Context: an optimization exercise on an open-source flow, tuned for small area. The choices shown serve that exercise and are no tape-out recipe.
Only simulation tests tie the RTL to the original design; equivalence was not proved.
No activity file was given, so power comes from the tool's default toggle rates.

## tcp_engine
module tcp_engine (
     input                          clk
    ,input                          rst
    ,input                          rx_hdr_val
    ,input  logic [49:0]            rx_hdr       
    ,output logic                   rx_hdr_rdy
    ,input                          tail_wr_val
    ,input  logic [1:0]             tail_wr_flowid
    ,input  logic [31:0]            tail_wr_ptr
    ,output logic                   tx_pkt_val
    ,output logic [83:0]            tx_pkt       
    ,input                          tx_pkt_rdy
);
==> flow/config.mk <==
export PLATFORM = sky130hd
export DESIGN_NAME = tcp_engine
export DESIGN_NICKNAME = tcp_engine
export VERILOG_FILES = /design/flow/design.v
export SDC_FILE = /design/flow/constraint.sdc
export NUM_CORES = 4
export LEC_CHECK = 0
export CAP_MARGIN = 20
export CORE_MARGIN = 2
export CORE_UTILIZATION = 75
export SLEW_MARGIN = 20
==> flow/constraint.sdc <==
create_clock -name core_clock -period 8.5 [get_ports {clk}]
set_input_delay 1.7000 -clock core_clock [delete_from_list [all_inputs] [get_ports {clk}]]
set_output_delay 1.7000 -clock core_clock [all_outputs]
set_load 0.01 [all_outputs]
standard.sh (not shown) runs the stock make flow with config.mk's settings and CLKGATE_MAP_FILE= SYNTH_SCRIPT=/design/flow/synth_recipe.tcl, a recipe that flattens the netlist after the stock synthesis.
==> flow/flow/run.sh <==
#!/bin/bash
# The standard layout (standard.sh) with these changes:
#  - synthesis is ORFS's synth.tcl unchanged except that ABC maps the
#    combinational logic with flow/abc.script (area-oriented, delay relaxed),
#    adders are left to Yosys's default lowering and ABC (no Kogge-Stone
#    extra map, no full-adder extraction); registers, their names and cell
#    types are those of the standard synthesis;
#  - the port buffers are the smallest buffer cell;
#  - clock tree synthesis inserts no dummy loads.
set -euo pipefail
here=$(pwd)
sed 's#^\([[:space:]]*\)log_cmd abc {\*}\$abc_args#\1set abc_args [lreplace $abc_args 1 1 '"$here"'/flow/abc.script]\n\1log_cmd abc {*}$abc_args#' \
    "$FLOW_HOME/scripts/synth.tcl" > "$here/synth_area.tcl"
grep -q "flow/abc.script" "$here/synth_area.tcl"
sed 's#source \$::env(SCRIPTS_DIR)/synth.tcl#source '"$here"'/synth_area.tcl#' \
    "$here/synth_recipe.tcl" > "$here/synth_recipe_area.tcl"
grep -q "synth_area.tcl" "$here/synth_recipe_area.tcl"
bash standard.sh SYNTH_SCRIPT="$here/synth_recipe_area.tcl" \
    ADDER_MAP_FILE= SYNTH_OPERATIONS_ARGS=-noshare \
    BUFFER_PORTS_ARGS="-buffer_cell sky130_fd_sc_hd__buf_1" \
    CTS_ARGS="-sink_clustering_enable -repair_clock_nets -sink_clustering_size 10 -sink_clustering_max_diameter 40 -buf_list sky130_fd_sc_hd__clkbuf_4 -dont_use_dummy_load" \
    finish > standard_flow.log 2>&1
==> flow/flow/abc.script <==
&get -n
&st
&dch
&nf -R 1000
&put
topo
stime -c
Next try:
==> flow/flow/run.sh (replaced) <==
#!/bin/bash
# The standard layout (standard.sh) with two changes:
#  - synthesis is ORFS's synth.tcl unchanged except that ABC maps the
#    combinational logic with flow/abc.script (area-oriented, delay relaxed);
#    registers, their names and cell types are those of the standard synthesis;
#  - the port buffers are the smallest buffer cell;
#  - clock tree synthesis inserts no dummy loads.
set -euo pipefail
here=$(pwd)
sed 's#^\([[:space:]]*\)log_cmd abc {\*}\$abc_args#\1set abc_args [lreplace $abc_args 1 1 '"$here"'/flow/abc.script]\n\1log_cmd abc {*}$abc_args#' \
    "$FLOW_HOME/scripts/synth.tcl" > "$here/synth_area.tcl"
grep -q "flow/abc.script" "$here/synth_area.tcl"
sed 's#source \$::env(SCRIPTS_DIR)/synth.tcl#source '"$here"'/synth_area.tcl#' \
    "$here/synth_recipe.tcl" > "$here/synth_recipe_area.tcl"
grep -q "synth_area.tcl" "$here/synth_recipe_area.tcl"
bash standard.sh SYNTH_SCRIPT="$here/synth_recipe_area.tcl" \
    BUFFER_PORTS_ARGS="-buffer_cell sky130_fd_sc_hd__buf_1" \
    CTS_ARGS="-sink_clustering_enable -repair_clock_nets -sink_clustering_size 30 -sink_clustering_max_diameter 80 -buf_list sky130_fd_sc_hd__clkbuf_16 -dont_use_dummy_load" \
    finish > standard_flow.log 2>&1
--- a/flow/config.mk
+++ b/flow/config.mk
@@ -9,3 +9,6 @@
 export CORE_MARGIN = 2
-export CORE_UTILIZATION = 75
+export CORE_UTILIZATION = 65
+export CTS_BUF_LIST = sky130_fd_sc_hd__clkbuf_16
+export CTS_CLUSTER_DIAMETER = 80
+export CTS_CLUSTER_SIZE = 30
 export SLEW_MARGIN = 20
After rerunning: The new run finished with timing, DRC and antenna clean. Sequential share of layout area falls by 2.3 points. Worst setup slack got worse by 0.14 ns. Cell count went up by 3.1%.
Next try:
--- a/flow/flow/run.sh
+++ b/flow/flow/run.sh
@@ -1,6 +1,8 @@
 #!/bin/bash
-# The standard layout (standard.sh) with two changes:
+# The standard layout (standard.sh) with these changes:
 #  - synthesis is ORFS's synth.tcl unchanged except that ABC maps the
-#    combinational logic with flow/abc.script (area-oriented, delay relaxed);
-#    registers, their names and cell types are those of the standard synthesis;
+#    combinational logic with flow/abc.script (area-oriented, delay relaxed),
+#    adders are left to Yosys's default lowering and ABC (no Kogge-Stone
+#    extra map, no full-adder extraction); registers, their names and cell
+#    types are those of the standard synthesis;
 #  - the port buffers are the smallest buffer cell;
@@ -16,4 +18,5 @@
 bash standard.sh SYNTH_SCRIPT="$here/synth_recipe_area.tcl" \
+    ADDER_MAP_FILE= SYNTH_OPERATIONS_ARGS=-noshare \
     BUFFER_PORTS_ARGS="-buffer_cell sky130_fd_sc_hd__buf_1" \
-    CTS_ARGS="-sink_clustering_enable -repair_clock_nets -sink_clustering_size 30 -sink_clustering_max_diameter 80 -buf_list sky130_fd_sc_hd__clkbuf_16 -dont_use_dummy_load" \
+    CTS_ARGS="-sink_clustering_enable -repair_clock_nets -sink_clustering_size 12 -sink_clustering_max_diameter 50 -buf_list sky130_fd_sc_hd__clkbuf_4 -dont_use_dummy_load" \
     finish > standard_flow.log 2>&1
--- a/flow/config.mk
+++ b/flow/config.mk
@@ -10,5 +10,2 @@
 export CORE_UTILIZATION = 65
-export CTS_BUF_LIST = sky130_fd_sc_hd__clkbuf_16
-export CTS_CLUSTER_DIAMETER = 80
-export CTS_CLUSTER_SIZE = 30
 export SLEW_MARGIN = 20
What happened: The changed run ran to the end with no violations; total power came out lower by about 5%; routed wire length came out lower by 6.0%; clock power came out lower by 16%; count of clock-buffer cells in the layout came out higher by 23.
Next try:
==> flow/flow/run.sh (replaced) <==
#!/bin/bash
# The standard layout (standard.sh) with two changes:
#  - synthesis is ORFS's synth.tcl unchanged except that ABC maps the
#    combinational logic with flow/abc.script (area-oriented, delay relaxed);
#    registers, their names and cell types are those of the standard synthesis;
#  - the port buffers are the smallest buffer cell;
#  - clock tree synthesis inserts no dummy loads.
set -euo pipefail
here=$(pwd)
sed 's#^\([[:space:]]*\)log_cmd abc {\*}\$abc_args#\1set abc_args [lreplace $abc_args 1 1 '"$here"'/flow/abc.script]\n\1log_cmd abc {*}$abc_args#' \
    "$FLOW_HOME/scripts/synth.tcl" > "$here/synth_area.tcl"
grep -q "flow/abc.script" "$here/synth_area.tcl"
sed 's#source \$::env(SCRIPTS_DIR)/synth.tcl#source '"$here"'/synth_area.tcl#' \
    "$here/synth_recipe.tcl" > "$here/synth_recipe_area.tcl"
grep -q "synth_area.tcl" "$here/synth_recipe_area.tcl"
bash standard.sh SYNTH_SCRIPT="$here/synth_recipe_area.tcl" \
    BUFFER_PORTS_ARGS="-buffer_cell sky130_fd_sc_hd__buf_1" \
    CTS_ARGS="-sink_clustering_enable -repair_clock_nets -sink_clustering_size 18 -sink_clustering_max_diameter 60 -buf_list sky130_fd_sc_hd__clkbuf_8 -dont_use_dummy_load" \
    finish > standard_flow.log 2>&1
--- a/flow/config.mk
+++ b/flow/config.mk
@@ -10,2 +10,5 @@
 export CORE_UTILIZATION = 65
+export CTS_BUF_LIST = sky130_fd_sc_hd__clkbuf_16
+export CTS_CLUSTER_DIAMETER = 80
+export CTS_CLUSTER_SIZE = 30
 export SLEW_MARGIN = 20
Result:
- setup slack degrades by 0.26 ns
- non-clock buffer count is unchanged
- via count goes up by 3.0%
- worst hold slack improves by 0.034 ns
Next try:
--- a/flow/flow/run.sh
+++ b/flow/flow/run.sh
@@ -1,6 +1,8 @@
 #!/bin/bash
-# The standard layout (standard.sh) with two changes:
+# The standard layout (standard.sh) with these changes:
 #  - synthesis is ORFS's synth.tcl unchanged except that ABC maps the
-#    combinational logic with flow/abc.script (area-oriented, delay relaxed);
-#    registers, their names and cell types are those of the standard synthesis;
+#    combinational logic with flow/abc.script (area-oriented, delay relaxed),
+#    adders are left to Yosys's default lowering and ABC (no Kogge-Stone
+#    extra map, no full-adder extraction); registers, their names and cell
+#    types are those of the standard synthesis;
 #  - the port buffers are the smallest buffer cell;
@@ -16,2 +18,3 @@
 bash standard.sh SYNTH_SCRIPT="$here/synth_recipe_area.tcl" \
+    ADDER_MAP_FILE= SYNTH_OPERATIONS_ARGS=-noshare \
     BUFFER_PORTS_ARGS="-buffer_cell sky130_fd_sc_hd__buf_1" \
--- a/flow/config.mk
+++ b/flow/config.mk
@@ -9,6 +9,3 @@
 export CORE_MARGIN = 2
-export CORE_UTILIZATION = 65
-export CTS_BUF_LIST = sky130_fd_sc_hd__clkbuf_16
-export CTS_CLUSTER_DIAMETER = 80
-export CTS_CLUSTER_SIZE = 30
+export CORE_UTILIZATION = 75
 export SLEW_MARGIN = 20
After rerunning:
- clock-buffer cell count shrinks by 2
- fmax rose by 1.2%
- synthesized area went down by 3.7%
- worst hold slack gets better by 0.011 ns
- power shrinks by 1.1%
- final cell count falls by 4.8%
- global-route usage went up by 4.5 points
Next try:
--- a/flow/flow/run.sh
+++ b/flow/flow/run.sh
@@ -20,3 +20,3 @@
     BUFFER_PORTS_ARGS="-buffer_cell sky130_fd_sc_hd__buf_1" \
-    CTS_ARGS="-sink_clustering_enable -repair_clock_nets -sink_clustering_size 18 -sink_clustering_max_diameter 60 -buf_list sky130_fd_sc_hd__clkbuf_8 -dont_use_dummy_load" \
+    CTS_ARGS="-sink_clustering_enable -repair_clock_nets -sink_clustering_size 14 -sink_clustering_max_diameter 50 -buf_list sky130_fd_sc_hd__clkbuf_8 -dont_use_dummy_load" \
     finish > standard_flow.log 2>&1
What happened: Power increases by 4.1%. Worst setup slack degrades by 0.15 ns. Cell count climbs by 0.50%. Area after synthesis stays the same. Routed wire length increases by 3.0%. Via count is higher by 0.86%. Non-clock buffer count is unchanged. Clock-buffer cell count rose by 9. Worst hold slack gets worse by 0.0089 ns.

-- afterwards: timing with drivers on the ports --
How much do the figures lean on ideal ports? The routed layouts below were timed once more, with nothing changed but the port constraints.
Step 1 assumes that a clkbuf_16 drives the clock port and a buf_2 every other input.
Step 2 adds t to the input delays and takes it off the output delays; t is the mean of the earliest and latest rising clock arrival at the registers after step 1. Input paths then give back, and output paths get back, about the clock's delay inside the block.
Three values: ideal, step 1, step 2; two values: the first two.
run	t (ns)	slack for setup (ns)	worst setup path after step 2	clock arrival spread, ns	worst slew at a driven data input, ns
the first run	0.688	1.661 / 1.671 / 0.984	input to register	0.114 / 0.115	0.04
the second run	0.540	1.517 / 1.541 / 1.001	input to register	0.034 / 0.034	0.05
the third run	0.659	1.791 / 1.810 / 1.151	input to register	0.085 / 0.086	0.04
the fourth run	0.599	1.530 / 1.549 / 0.950	input to register	0.035 / 0.035	0.05
the fifth run	0.582	1.609 / 1.618 / 1.036	input to register	0.068 / 0.068	0.04
the sixth run	0.562	1.456 / 1.469 / 0.906	input to register	0.048 / 0.047	0.04
After both steps every run listed still meets setup and hold. For the first run, which loses most, drivers alone change the setup slack by +0.010 ns; drivers and shift together by -0.677 ns.
